Background: an optimization exercise with open tools, aiming at small area and a short achievable clock period. Do not read the settings as production practice.
Function was checked by simulation only, so behaviour that the tests miss may differ from the original.

==> inputs of violet <==
// cfc_top
module cfc_top (
    input  wire       clk,
    input  wire       resetb,
    input  wire       dispatch_valid,
    input  wire       dispatch_reg_write,
    input  wire       dispatch_branch,
    input  wire [4:0] dispatch_rd,
    input  wire [4:0] dispatch_rs,
    input  wire [4:0] dispatch_rt,
    input  wire [5:0] dispatch_new_phys,
    input  wire [4:0] dispatch_branch_tag,
    input  wire [4:0] dispatch_frl_head,
    input  wire       commit_valid,
    input  wire       commit_reg_write,
    input  wire [4:0] commit_rd,
    input  wire [5:0] commit_phys,
    input  wire [4:0] rob_top,
    input  wire       flush_valid,
    input  wire [4:0] flush_rob_tag,
    output wire [5:0] rename_rs_phys,
    output wire [5:0] rename_rt_phys,
    output wire [5:0] rename_rd_prev_phys,
    output wire [4:0] flush_rsp_rob_tag,
    output wire [4:0] flush_rsp_frl_head,
    output wire       full
);
export LEC_CHECK = 0
export ABC_AREA = 1
export CAP_MARGIN = 20
export CORE_MARGIN = 2
export CORE_UTILIZATION = 55
export SETUP_SLACK_MARGIN = 2.0
export SLEW_MARGIN = 20
create_clock -name core_clock -period 5.5 [get_ports {clk}]
standard.sh (not shown) runs the stock make flow with config.mk's settings and CLKGATE_MAP_FILE= SYNTH_SCRIPT=/design/flow/synth_recipe.tcl, a recipe that flattens the netlist after the stock synthesis.
==> flow/flow/run.sh <==
#!/bin/bash
# Layout flow: the standard flow, except that timing repair may resize a
# gate to a cell of another footprint (MATCH_CELL_FOOTPRINT=0).
set -euo pipefail
bash standard.sh MATCH_CELL_FOOTPRINT=0 finish > standard.log 2>&1
==> inputs of xenon, as changes to violet <==
Settings changed: CORE_UTILIZATION 55 to 45.
==> inputs of fjord, as changes to violet <==
--- a/flow/design.v
+++ b/flow/design.v
@@ -74,14 +74,13 @@
     output wire [4:0] flush_rsp_rob_tag,
     output wire [4:0] flush_rsp_frl_head,
     output wire       full
 );
     reg  [4:0]   e_rd [0:31];   
     reg  [5:0]   e_ph [0:31];   
-    reg  [31:0]  e_wl;          
-    reg  [31:0]  e_wh;          
+    reg  [31:0]  e_wv;          
     reg  [4:0]   next_tag;      
     reg          init;          
     reg  [5:0]   rrat [0:31];   
     reg  [2:0]   head;          
     reg  [2:0]   tail;          
     reg  [7:0]   s_live;        
@@ -93,37 +92,33 @@
     genvar g;
     wire [7:0] fmatch;
     wire [7:0] head_oh;
     wire [7:0] tail_oh;
     wire [4:0] frl_sel [0:8];
     wire [2:0] fidx_sel [0:8];
+    wire [4:0] ttag_sel [0:8];
     assign frl_sel[0]  = 5'd0;
     assign fidx_sel[0] = 3'd0;
+    assign ttag_sel[0] = 5'd0;
     generate
         for (g = 0; g < 8; g = g + 1) begin : g_slot
             assign head_oh[g]    = (head == 3'(g));
             assign tail_oh[g]    = (tail == 3'(g));
-            wire   teq           = (s_tag[g] == flush_rob_tag);
-            assign fmatch[g]     = s_live[g] && teq;
-            assign frl_sel[g+1]  = frl_sel[g]  | ({5{teq}} & ({5{s_live[g]}} & s_frl[g]));
+            assign fmatch[g]     = s_live[g] && (s_tag[g] == flush_rob_tag);
+            assign frl_sel[g+1]  = frl_sel[g]  | ({5{fmatch[g]}}  & s_frl[g]);
             assign fidx_sel[g+1] = fidx_sel[g] | ({3{fmatch[g]}}  & 3'(g));
+            assign ttag_sel[g+1] = ttag_sel[g] | ({5{tail_oh[g]}} & s_tag[g]);
             always @(posedge clk) begin
                 if (dispatch_valid && dispatch_branch && !flush_valid && head_oh[g]) begin
                     s_tag[g] <= dispatch_branch_tag;
                     s_frl[g] <= dispatch_frl_head;
                 end
             end
         end
     endgenerate
-    wire [7:0] top_hit;
-    generate
-        for (g = 0; g < 8; g = g + 1) begin : g_top
-            assign top_hit[g] = tail_oh[g] && s_live[g] && (s_tag[g] == rob_top);
-        end
-    endgenerate
-    wire       release_ok = commit_valid && (|top_hit);
+    wire       release_ok = commit_valid && s_live[tail] && (ttag_sel[8] == rob_top);
     wire       create     = disp && dispatch_branch;
     wire [2:0] f_idx      = fidx_sel[8];
     assign full               = full_q;
     assign flush_rsp_rob_tag  = flush_rob_tag;
     assign flush_rsp_frl_head = frl_sel[8];
     wire [2:0] tail_n = release_ok ? 3'(tail + 3'd1) : tail;
@@ -154,37 +149,29 @@
             head   <= head_n;
             tail   <= tail_n;
             s_live <= live_n;
             full_q <= full_n;
         end
     end
-    wire [31:0] e_wv = e_wl | e_wh;
+    wire [31:0] newer;
     wire [31:0] flushed;
     wire [31:0] tag_oh;
-    wire [31:0] wv_n;
-    wire [31:0] newer_n;
     wire        fwrap = (flush_rob_tag >= next_tag);
-    wire [4:0]  next_n = init ? rob_top :
-                         flush_valid ? 5'(flush_rob_tag + 5'd1) :
-                         dispatch_valid ? 5'(next_tag + 5'd1) : next_tag;
     generate
         for (g = 0; g < 32; g = g + 1) begin : g_win
             wire above_f = (5'(g) > flush_rob_tag);
+            assign newer[g]   = (5'(g) < next_tag);
             assign tag_oh[g]  = (next_tag == 5'(g));
-            assign flushed[g] = fwrap ? (above_f || e_wl[g]) : (above_f && e_wl[g]);
-            assign wv_n[g]    = flush_valid ? (e_wv[g] && !flushed[g]) :
-                                (dispatch_valid && tag_oh[g]) ? dispatch_reg_write : e_wv[g];
-            assign newer_n[g] = (5'(g) < next_n);
+            assign flushed[g] = fwrap ? (above_f || newer[g]) : (above_f && newer[g]);
             always @(posedge clk or negedge resetb) begin
-                if (!resetb) begin
-                    e_wl[g] <= 1'b0;
-                    e_wh[g] <= 1'b0;
-                end else begin
-                    e_wl[g] <= wv_n[g] && newer_n[g];
-                    e_wh[g] <= wv_n[g] && !newer_n[g];
-                end
+                if (!resetb)
+                    e_wv[g] <= 1'b0;
+                else if (flush_valid)
+                    e_wv[g] <= e_wv[g] && !flushed[g];
+                else if (dispatch_valid && tag_oh[g])
+                    e_wv[g] <= dispatch_reg_write;
             end
             always @(posedge clk) begin
                 if (disp && tag_oh[g]) begin
                     e_rd[g] <= dispatch_rd;
                     e_ph[g] <= dispatch_new_phys;
                 end
@@ -194,13 +181,18 @@
     always @(posedge clk or negedge resetb) begin
         if (!resetb) begin
             init     <= 1'b1;
             next_tag <= 5'd0;
         end else begin
             init <= 1'b0;
-            next_tag <= next_n;
+            if (init)
+                next_tag <= rob_top;
+            else if (flush_valid)
+                next_tag <= flush_rob_tag + 5'd1;
+            else if (dispatch_valid)
+                next_tag <= next_tag + 5'd1;
         end
     end
     wire rrat_we = commit_valid && commit_reg_write;
     generate
         for (g = 0; g < 32; g = g + 1) begin : g_rrat
             always @(posedge clk or negedge resetb) begin
@@ -209,49 +201,48 @@
                 else if (rrat_we && (commit_rd == 5'(g)))
                     rrat[g] <= commit_phys;
             end
         end
     endgenerate
     function automatic [5:0] lookup(input [4:0] op);
-        reg [31:0] m, lo, hi;
-        reg [7:0]  gml, gmh, la, ha, gk;
-        reg        any_lo, any_m, w;
-        reg [5:0]  loc, res;
+        reg [31:0] m, lo, hi, sel;
+        reg [7:0]  gl, gh, gla, gha;
+        reg        any_lo, any_m, wl, wh;
+        reg [5:0]  res;
         integer    i, j, k;
         begin
             for (i = 0; i < 32; i = i + 1)
-                m[i] = (e_rd[i] == op);
-            lo = m & e_wl;
-            hi = m & e_wh;
-            m  = lo | hi;
+                m[i] = e_wv[i] && (e_rd[i] == op);
+            lo = m & newer;
+            hi = m & ~newer;
             for (k = 0; k < 8; k = k + 1) begin
-                gml[k] = |lo[4*k +: 4];
-                gmh[k] = |hi[4*k +: 4];
-            end
-            any_lo = |gml;
-            any_m  = any_lo | (|gmh);
+                gl[k] = |lo[4*k +: 4];
+                gh[k] = |hi[4*k +: 4];
+            end
             for (k = 0; k < 8; k = k + 1) begin
-                la[k] = 1'b0;
-                ha[k] = 1'b0;
+                gla[k] = 1'b0;
+                gha[k] = 1'b0;
                 for (j = k + 1; j < 8; j = j + 1) begin
-                    la[k] = la[k] | gml[j];
-                    ha[k] = ha[k] | gmh[j];
-                end
-                gk[k] = la[k] | (!gml[k] && (any_lo || ha[k]));
+                    gla[k] = gla[k] | gl[j];
+                    gha[k] = gha[k] | gh[j];
+                end
+            end
+            any_lo = |gl;
+            any_m  = any_lo | (|gh);
+            for (i = 0; i < 32; i = i + 1) begin
+                wl = 1'b0;
+                wh = 1'b0;
+                for (j = i + 1; j < 4 * (i / 4) + 4; j = j + 1) begin
+                    wl = wl | lo[j];
+                    wh = wh | hi[j];
+                end
+                sel[i] = (lo[i] && !wl && !gla[i/4]) || (hi[i] && !wh && !gha[i/4] && !any_lo);
             end
             res = 6'd0;
-            for (k = 0; k < 8; k = k + 1) begin
-                loc = 6'd0;
-                for (i = 4 * k; i < 4 * k + 4; i = i + 1) begin
-                    w = e_wl[i] ? 1'b0 : gml[k];
-                    for (j = i + 1; j < 4 * k + 4; j = j + 1)
-                        w = w | (e_wl[i] ? lo[j] : hi[j]);
-                    loc = loc | ({6{m[i] && !w}} & e_ph[i]);
-                end
-                res = res | ({6{!gk[k]}} & loc);
-            end
+            for (i = 0; i < 32; i = i + 1)
+                res = res | ({6{sel[i]}} & e_ph[i]);
             lookup = res | ({6{!any_m}} & rrat[op]);
         end
     endfunction
     always @(posedge clk) begin
         rs_q <= lookup(dispatch_rs);
         rt_q <= lookup(dispatch_rt);
==> flow/run.sh (new file) <==
#!/bin/bash
# synth_recipe.tcl (not shown) runs the flow's synth.tcl, then flattens the netlist and writes it again
# the make line also repeats each setting of config.mk as NAME=value (left out here)
make -C /OpenROAD-flow-scripts/flow DESIGN_CONFIG=/design/flow/config.mk WORK_HOME=/design/flow/orfs CLKGATE_MAP_FILE= SYNTH_SCRIPT=/design/flow/synth_recipe.tcl finish
Settings changed: SETUP_SLACK_MARGIN 2.0 to unset.
removed: flow/flow/run.sh
removed: flow/standard.sh
==> flow_summary.json <==
{
  "p_seq_share_pct": 41.6,
  "ff_latch_area_um2": 20300,
  "via_count": 54100,
  "synth_nets": 6601,
  "seq_area_frac_synth_pct": 42.1,
  "worst_hold_slack_ns": 0.354,
  "regToRegSetupSlack_ns": 2.14,
  "preCtsSetupSlack_ns": 0.339,
  "status": "finished clean",
  "dpl.cell_count": 7646,
  "cts_resized": 95
}
The numbers above come from violet.

==> flow_summary.json <==
{
  "status": "finished clean",
  "final_common_cell": "nand2_1",
  "synth_top_cells_by_count": "2591 x nand2_1, 980 x nor2_1, 584 x inv_1, 490 x o21ai_0, 432 x edfxtp_1",
  "finalClockSkew_ns": 0.0325,
  "p_seq_share_pct": 41.5,
  "finalCritPeriodShare_pct": 93.8,
  "seq_area_frac_synth_pct": 40.8,
  "grt_overflow": 0,
  "synth_nets": 7058,
  "first_iter_violations": 10700,
  "sh_seq_area_pct": 36.8,
  "preCtsSetupSlack_ns": 0.494,
  "via_count": 53800,
  "cts_resized": 0,
  "power.share.clock_pct": 36.8,
  "regToRegSetupSlack_ns": 1.14,
  "numCtsBuffers": 80,
  "worst_hold_slack_ns": 0.308
}
The numbers above come from fjord.

==> flow_summary.json <==
{
  "status": "finished clean",
  "seq_area_frac_synth_pct": 42.1,
  "synth_top_family_by_area": "simple AND/OR/NAND/NOR gates",
  "via_count": 52200,
  "finalClockSkew_ns": 0.0263,
  "p_seq_share_pct": 42.1,
  "cts_resized": 133,
  "dpl.cell_count": 7921,
  "regToRegSetupSlack_ns": 2.19,
  "preCtsSetupSlack_ns": 0.475,
  "ff_latch_area_um2": 20300
}
The numbers above come from xenon.

separate check: timing with driven ports:
In the flow no input, the clock included, has a driving cell. The finished layouts below were timed again as built, in two steps. Step 1, drivers: a clkbuf_16 drives clk and a buf_2 each remaining input, both assumed. Step 2, shift: input delay + t, output delay - t, t = (earliest + latest rising clock arrival at the registers) / 2. This alone moves slack from input paths to output paths. a / b / c = no drivers / after step 1 / after step 2; a / b = the first two.
| run | t (ns) | slack for setup (ns) | worst setup path at the end | slew at the worst register clock pin (ns) |
|---|---|---|---|---|
| violet | 0.772 | 1.713 / 1.675 / 1.051 | input to register | 0.07 / 0.07 |
| xenon | 0.784 | 1.815 / 1.770 / 1.064 | input to register | 0.07 / 0.07 |
| fjord | 0.755 | 0.342 / 0.309 / 0.309 | input to output | 0.07 / 0.07 |
After both steps setup and hold are still met in every run listed. For xenon, which loses most, drivers alone change the setup slack by -0.045 ns; drivers and shift together by -0.751 ns.
